From an optimization exercise on the open Yosys and OpenROAD flow, aimed at small area, a short achievable clock period and few clock cycles; shortcuts taken in it are not production practice.
Power is estimated from default activity; no workload was simulated.

## run 1
// conv_rescaler
module conv_rescaler #(
    parameter int NB_PIXEL = 19,
    parameter int NB_COUNT = 32,
    parameter int NB_OUT   = 8,
    parameter int NB_FRAC  = 16
) (
    input  logic                clock,
    input  logic                reset,
    input  logic                i_extremesValid,
    input  logic [NB_PIXEL-1:0] i_maxValue,
    input  logic [NB_PIXEL-1:0] i_minValue,
    input  logic [NB_COUNT-1:0] i_imageSize,
    input  logic                i_valid,
    input  logic [NB_PIXEL-1:0] i_convValue,
    output logic                o_ready,
    output logic [NB_OUT-1:0]   o_pixel,
    output logic                o_valid,
    output logic                o_endSignal
);
==> flow/config.mk <==
export PLATFORM = sky130hd
export DESIGN_NAME = conv_rescaler
export DESIGN_NICKNAME = conv_rescaler
export VERILOG_FILES = /design/flow/design.v
export SDC_FILE = /design/flow/constraint.sdc
export NUM_CORES = 4
export LEC_CHECK = 0
export ABC_CLOCK_PERIOD_IN_PS = 3500
export CAP_MARGIN = 20
export CORE_MARGIN = 2
export CORE_UTILIZATION = 40
export SLEW_MARGIN = 20
==> flow/constraint.sdc <==
create_clock -name core_clock -period 9.0 [get_ports {clock}]
set_input_delay 1.8000 -clock core_clock [delete_from_list [all_inputs] [get_ports {clock}]]
set_output_delay 1.8000 -clock core_clock [all_outputs]
set_load 0.01 [all_outputs]
standard.sh (not shown) runs the stock make flow with config.mk's settings and CLKGATE_MAP_FILE= SYNTH_SCRIPT=/design/flow/synth_recipe.tcl, a recipe that flattens the netlist after the stock synthesis.
==> flow/flow/run.sh <==
#!/bin/bash
# Standard layout, with the port buffers made from the smallest plain buffer, a clock tree
# of clkbuf_8 buffers without dummy loads, and timing repair aiming 2.5 ns below the clock period.
set -euo pipefail
export BUFFER_PORTS_ARGS="-buffer_cell sky130_fd_sc_hd__buf_1"
export CTS_ARGS="-sink_clustering_enable -repair_clock_nets -dont_use_dummy_load -buf_list {sky130_fd_sc_hd__clkbuf_8}"
export SETUP_SLACK_MARGIN=6.5
bash standard.sh > standard_flow.log 2>&1
Run 1 finished end to end and its layout was clean on timing, DRC and antenna.
What run 2 does differently from run 1 at the input level:
- swapping 3500 for 4000 in ABC_CLOCK_PERIOD_IN_PS
- putting SETUP_SLACK_MARGIN at 5 where nothing was set
==> flow/flow/run.sh <==
#!/bin/bash
# Standard layout, with the port buffers made from the smallest plain buffer and a clock tree
# of clkbuf_8 buffers without dummy loads.
set -euo pipefail
export BUFFER_PORTS_ARGS="-buffer_cell sky130_fd_sc_hd__buf_1"
export CTS_ARGS="-sink_clustering_enable -repair_clock_nets -dont_use_dummy_load -buf_list {sky130_fd_sc_hd__clkbuf_8}"
bash standard.sh > standard_flow.log 2>&1
==> comparison <==
Detailed-placement wirelength estimate (run 2 vs. run 1) decreases by a few percent
Run 2 reports a lower area used by sequential logic in the layout than run 1 does.
Looking at fill cell total of the finished layout, run 2 sits about 8% above run 1.
STATUS final critical path time including I/O delays and setup: run 2 loses against run 1
Against run 1, run 2 reports a slack of the worst reg-to-reg path that is lower.
What run 3 does differently from run 2 at the input level:
- a deleted SETUP_SLACK_MARGIN that had been 5
- a change of ABC_CLOCK_PERIOD_IN_PS from 4000 to 3500
==> flow/flow/run.sh <==
#!/bin/bash
# Standard layout, with the port buffers made from the smallest plain buffer, a clock tree
# of clkbuf_8 buffers without dummy loads, and timing repair aiming 3.4 ns below the clock period.
set -euo pipefail
export BUFFER_PORTS_ARGS="-buffer_cell sky130_fd_sc_hd__buf_1"
export CTS_ARGS="-sink_clustering_enable -repair_clock_nets -dont_use_dummy_load -buf_list {sky130_fd_sc_hd__clkbuf_8}"
export SETUP_SLACK_MARGIN=5.6
bash standard.sh > standard_flow.log 2>&1
--- outcome ---
Run 3 | stages: all done | timing, DRC, antenna: all pass
Run 3 ends up with a minimum clock period after layout that is 0.19 ns lower than in run 2.
Setup slack of the critical path after layout: run 3 and run 2 compared, higher one is run 3
Run 3 — highest attainable clock frequency 5.3% higher, run 2 as reference
Compared with run 2, run 3 shows a routability congestion estimate from global placement that is about 2.2% lower.
Run 3 — cell area after layout about 3.4% higher, run 2 as reference
[compare] base=run 2 new=run 3: non-filler instance count after layout shows an increase of about 2.3%, fraction of area in registers has decreased.
Compared with run 2, run 3 shows post-route clock period utilization lower by 2.1 points.
Here is what was changed in the inputs of run 4 compared with run 3.
==> flow/flow/run.sh <==
#!/bin/bash
# Standard layout, with the port buffers made from the smallest plain buffer, a clock tree
# of clkbuf_8 buffers without dummy loads, and timing repair aiming 3.0 ns below the clock period.
set -euo pipefail
export BUFFER_PORTS_ARGS="-buffer_cell sky130_fd_sc_hd__buf_1"
export CTS_ARGS="-sink_clustering_enable -repair_clock_nets -dont_use_dummy_load -buf_list {sky130_fd_sc_hd__clkbuf_8}"
export SETUP_SLACK_MARGIN=6.0
bash standard.sh > standard_flow.log 2>&1
### Flow results
- The final-layout clock-cell area share in run 4 was lower than what run 3 gave.
- Worst hold slack across run 4 and run 3: no real change.
- Run 4 against run 3: power consumption rose 0.096 mW; number of fill cells fell about 1.8%.
- For run 3, the capturing instance or port of the critical path was pixel_q[7], unlike run 4, where it was bd_q[8].
Function was not checked in any run of this note: the RTL went through the layout flow alone.

---

Setup of job 4188:
Another version of the RTL of conv_rescaler (not shown whole).
Size in the first run: roughly 1600 cells after synthesis, about 100 I/O pins, ~16000 sq um of cells after synthesis.
Design conv_rescaler, start of the top module:
module conv_rescaler #(
    parameter int NB_PIXEL = 19,
    parameter int NB_COUNT = 32,
    parameter int NB_OUT   = 8,
    parameter int NB_FRAC  = 16
) (
    input  logic                clock,
    input  logic                reset,
    input  logic                i_extremesValid,
    input  logic [NB_PIXEL-1:0] i_maxValue,
    input  logic [NB_PIXEL-1:0] i_minValue,
    input  logic [NB_COUNT-1:0] i_imageSize,
    input  logic                i_valid,
    input  logic [NB_PIXEL-1:0] i_convValue,
    output logic                o_ready,
    output logic [NB_OUT-1:0]   o_pixel,
    output logic                o_valid,
    output logic                o_endSignal
);
    localparam int NB_R     = NB_PIXEL;
    localparam int NB_SCALE = NB_OUT + NB_FRAC;           
    localparam int ND       = (NB_R + 2) / 2;             
    localparam int LC       = 10;                         
    localparam logic [NB_SCALE-1:0] DIVIDEND = {{NB_OUT{1'b1}}, {NB_FRAC{1'b0}}};
    logic                 busy_q, init_q, prep_q, div_q, run_q;
    logic                 init_d, prep_d, div_d, run_d;
    logic                 v0_q, l0_q, v1_q, l1_q, v2_q, l2_q, v3_q, e3_q;
    logic [NB_PIXEL:0]    c_q;        
    logic [NB_PIXEL-1:0]  min_q, max_q;
    logic                 gt_q;       
    logic [NB_R-1:0]      range_q;
    logic [NB_COUNT-1:0]  count_q;    
    logic [NB_SCALE-1:0]  scale_q;
    logic [3*ND-2:0]      bd_q;       
    logic [NB_SCALE-1:LC] psa_q, psb_q;
    logic                 pc_q;
    logic [NB_OUT-1:0]    pixel_q;
    logic idle, accept, last_acc, lone_end, start;
  ...
Settings: LEC_CHECK=0, ABC_CLOCK_PERIOD_IN_PS=4000, CAP_MARGIN=20, CORE_MARGIN=2, CORE_UTILIZATION=40, SETUP_SLACK_MARGIN=5, SLEW_MARGIN=20; clock period 9.0 ns.
==> flow/flow/run.sh <==
#!/bin/bash
# Standard layout, with the port buffers made from the smallest plain buffer and a clock tree
# of clkbuf_16 buffers, each driving a larger cluster of flip-flops, without dummy loads.
set -euo pipefail
export BUFFER_PORTS_ARGS="-buffer_cell sky130_fd_sc_hd__buf_1"
export CTS_ARGS="-sink_clustering_enable -repair_clock_nets -dont_use_dummy_load -buf_list {sky130_fd_sc_hd__clkbuf_16} -sink_clustering_size 25 -sink_clustering_max_diameter 80"
bash standard.sh > standard_flow.log 2>&1
Modified inputs, job 6053 compared to job 4188
==> flow/flow/run.sh <==
#!/bin/bash
# Standard layout, with the port buffers made from the smallest plain buffer and a clock tree
# of clkbuf_8 buffers without dummy loads.
set -euo pipefail
export BUFFER_PORTS_ARGS="-buffer_cell sky130_fd_sc_hd__buf_1"
export CTS_ARGS="-sink_clustering_enable -repair_clock_nets -dont_use_dummy_load -buf_list {sky130_fd_sc_hd__clkbuf_8}"
bash standard.sh > standard_flow.log 2>&1
==> comparison <==
The share of the final layout cell area in multi-input gates on job 4188 is in line with that on job 6053.
Comparing job 4188 and job 6053, the higher global-route wire length before repair was measured on job 6053.
From job 4188 to job 6053 the numbers moved as follows: cell count +0.88%, arrival time reported for the critical path endpoint increased by 0.06 ns relative to the old numbers, routed length on met2 dropped 0.51%.
Relative to job 4188, layout-stage area growth over the synthesis result increased by 0.19 points in job 6053.
Final area of job 6053 is on par with job 4188.
The share of the clock period used by the worst path after layout number comes out lower for job 6053 vs job 4188.
Max total routing resource utilization after global routing across job 4188 and job 6053: job 6053
Comparing job 4188 and job 6053, switching power of the nets is lower on job 4188.
In job 6053 relative to job 4188, wire length on met3 had gone up by more than 10%.
Relative to job 6053, the following input files were edited for job 7540:
- ABC_CLOCK_PERIOD_IN_PS: 4000 -> 1500
==> comparison <==
Job 7540 against job 6053: proportion of power drawn by flip-flops and latches closely matched the old numbers, total power of the final layout closely matched the old numbers, share of total power in combinational logic closely matched the old numbers, via count closely matched the old numbers.
diff inputs: job 7540 => job 720
- swapping 40 for 60 in CORE_UTILIZATION
- swapping 1500 for 4000 in ABC_CLOCK_PERIOD_IN_PS
==> flow/flow/run.sh <==
#!/bin/bash
# Standard layout, with the port buffers made from the smallest plain buffer and a clock tree
# of clkbuf_8 buffers, each driving a larger cluster of flip-flops, without dummy loads.
set -euo pipefail
export BUFFER_PORTS_ARGS="-buffer_cell sky130_fd_sc_hd__buf_1"
export CTS_ARGS="-sink_clustering_enable -repair_clock_nets -dont_use_dummy_load -buf_list {sky130_fd_sc_hd__clkbuf_8} -sink_clustering_size 18 -sink_clustering_max_diameter 60"
bash standard.sh > standard_flow.log 2>&1
### Flow results
Between job 7540 and job 720, initial standard-cell utilization of the core increased.
Final standard cell utilization of the core: job 720 vs job 7540 up 21 points
Job 720 vs. job 7540: fraction of area in multi-input gates climbed 1.3 points, total clock network power went down about 27%, setup slack fell 0.050 ns.
Comparing sequential share of layout area for job 7540 and job 720, the bigger number came from job 720.
Job 7540 has higher hold slack than job 720.
Pin count of the biggest net entering global routing of job 720 falls short of that of job 7540 by more than 10%.
Routing usage on met3 ended up 0.40 points higher on job 720 than on job 7540.
Against job 7540 as the reference, job 720 delivers a lower flop-to-flop setup slack.
Function was not checked in any run of this note: the RTL went through the layout flow alone.

==> static timing again, ports no longer ideal <==
How much do the figures lean on ideal ports? The routed layouts below were timed once more, with nothing changed but the port constraints.
Step 1, drivers: a clkbuf_16 drives clock and a buf_2 each remaining input, both assumed.
Step 2, shift: input delay + t, output delay - t, t = (earliest + latest rising clock arrival at the registers) / 2. This alone moves slack from input paths to output paths.
Slacks: ideal ports / drivers / drivers and shift; pairs: ideal ports / drivers.
run | t (ns) | setup slack, ns | clock arrival spread, ns | slew at the worst register clock pin (ns) | pins driven straight from the clock port
run 1 | 0.631 | 5.404 / 5.404 / 5.404 | 0.065 / 0.066 | 0.06 / 0.06 | 1
run 2 | 0.621 | 5.193 / 5.193 / 5.116 | 0.038 / 0.037 | 0.06 / 0.06 | 1
run 3 | 0.627 | 5.383 / 5.383 / 5.255 | 0.102 / 0.101 | 0.07 / 0.07 | 1
run 4 | 0.629 | 5.439 / 5.439 / 5.427 | 0.057 / 0.057 | 0.07 / 0.07 | 1
job 4188 | 0.578 | 5.164 / 5.164 / 5.164 | 0.099 / 0.099 | 0.10 / 0.10 | 1
job 6053 | 0.618 | 5.187 / 5.187 / 5.187 | 0.056 / 0.056 | 0.06 / 0.06 | 1
job 7540 | 0.618 | 5.187 / 5.187 / 5.187 | 0.056 / 0.056 | 0.06 / 0.06 | 1
job 720 | 0.597 | 5.137 / 5.137 / 5.137 | 0.102 / 0.102 | 0.10 / 0.10 | 1
After both steps setup and hold are still met in every run listed. The setup slack of run 3, which loses most, moves by 0.000 ns with the drivers and by -0.128 ns with both steps.
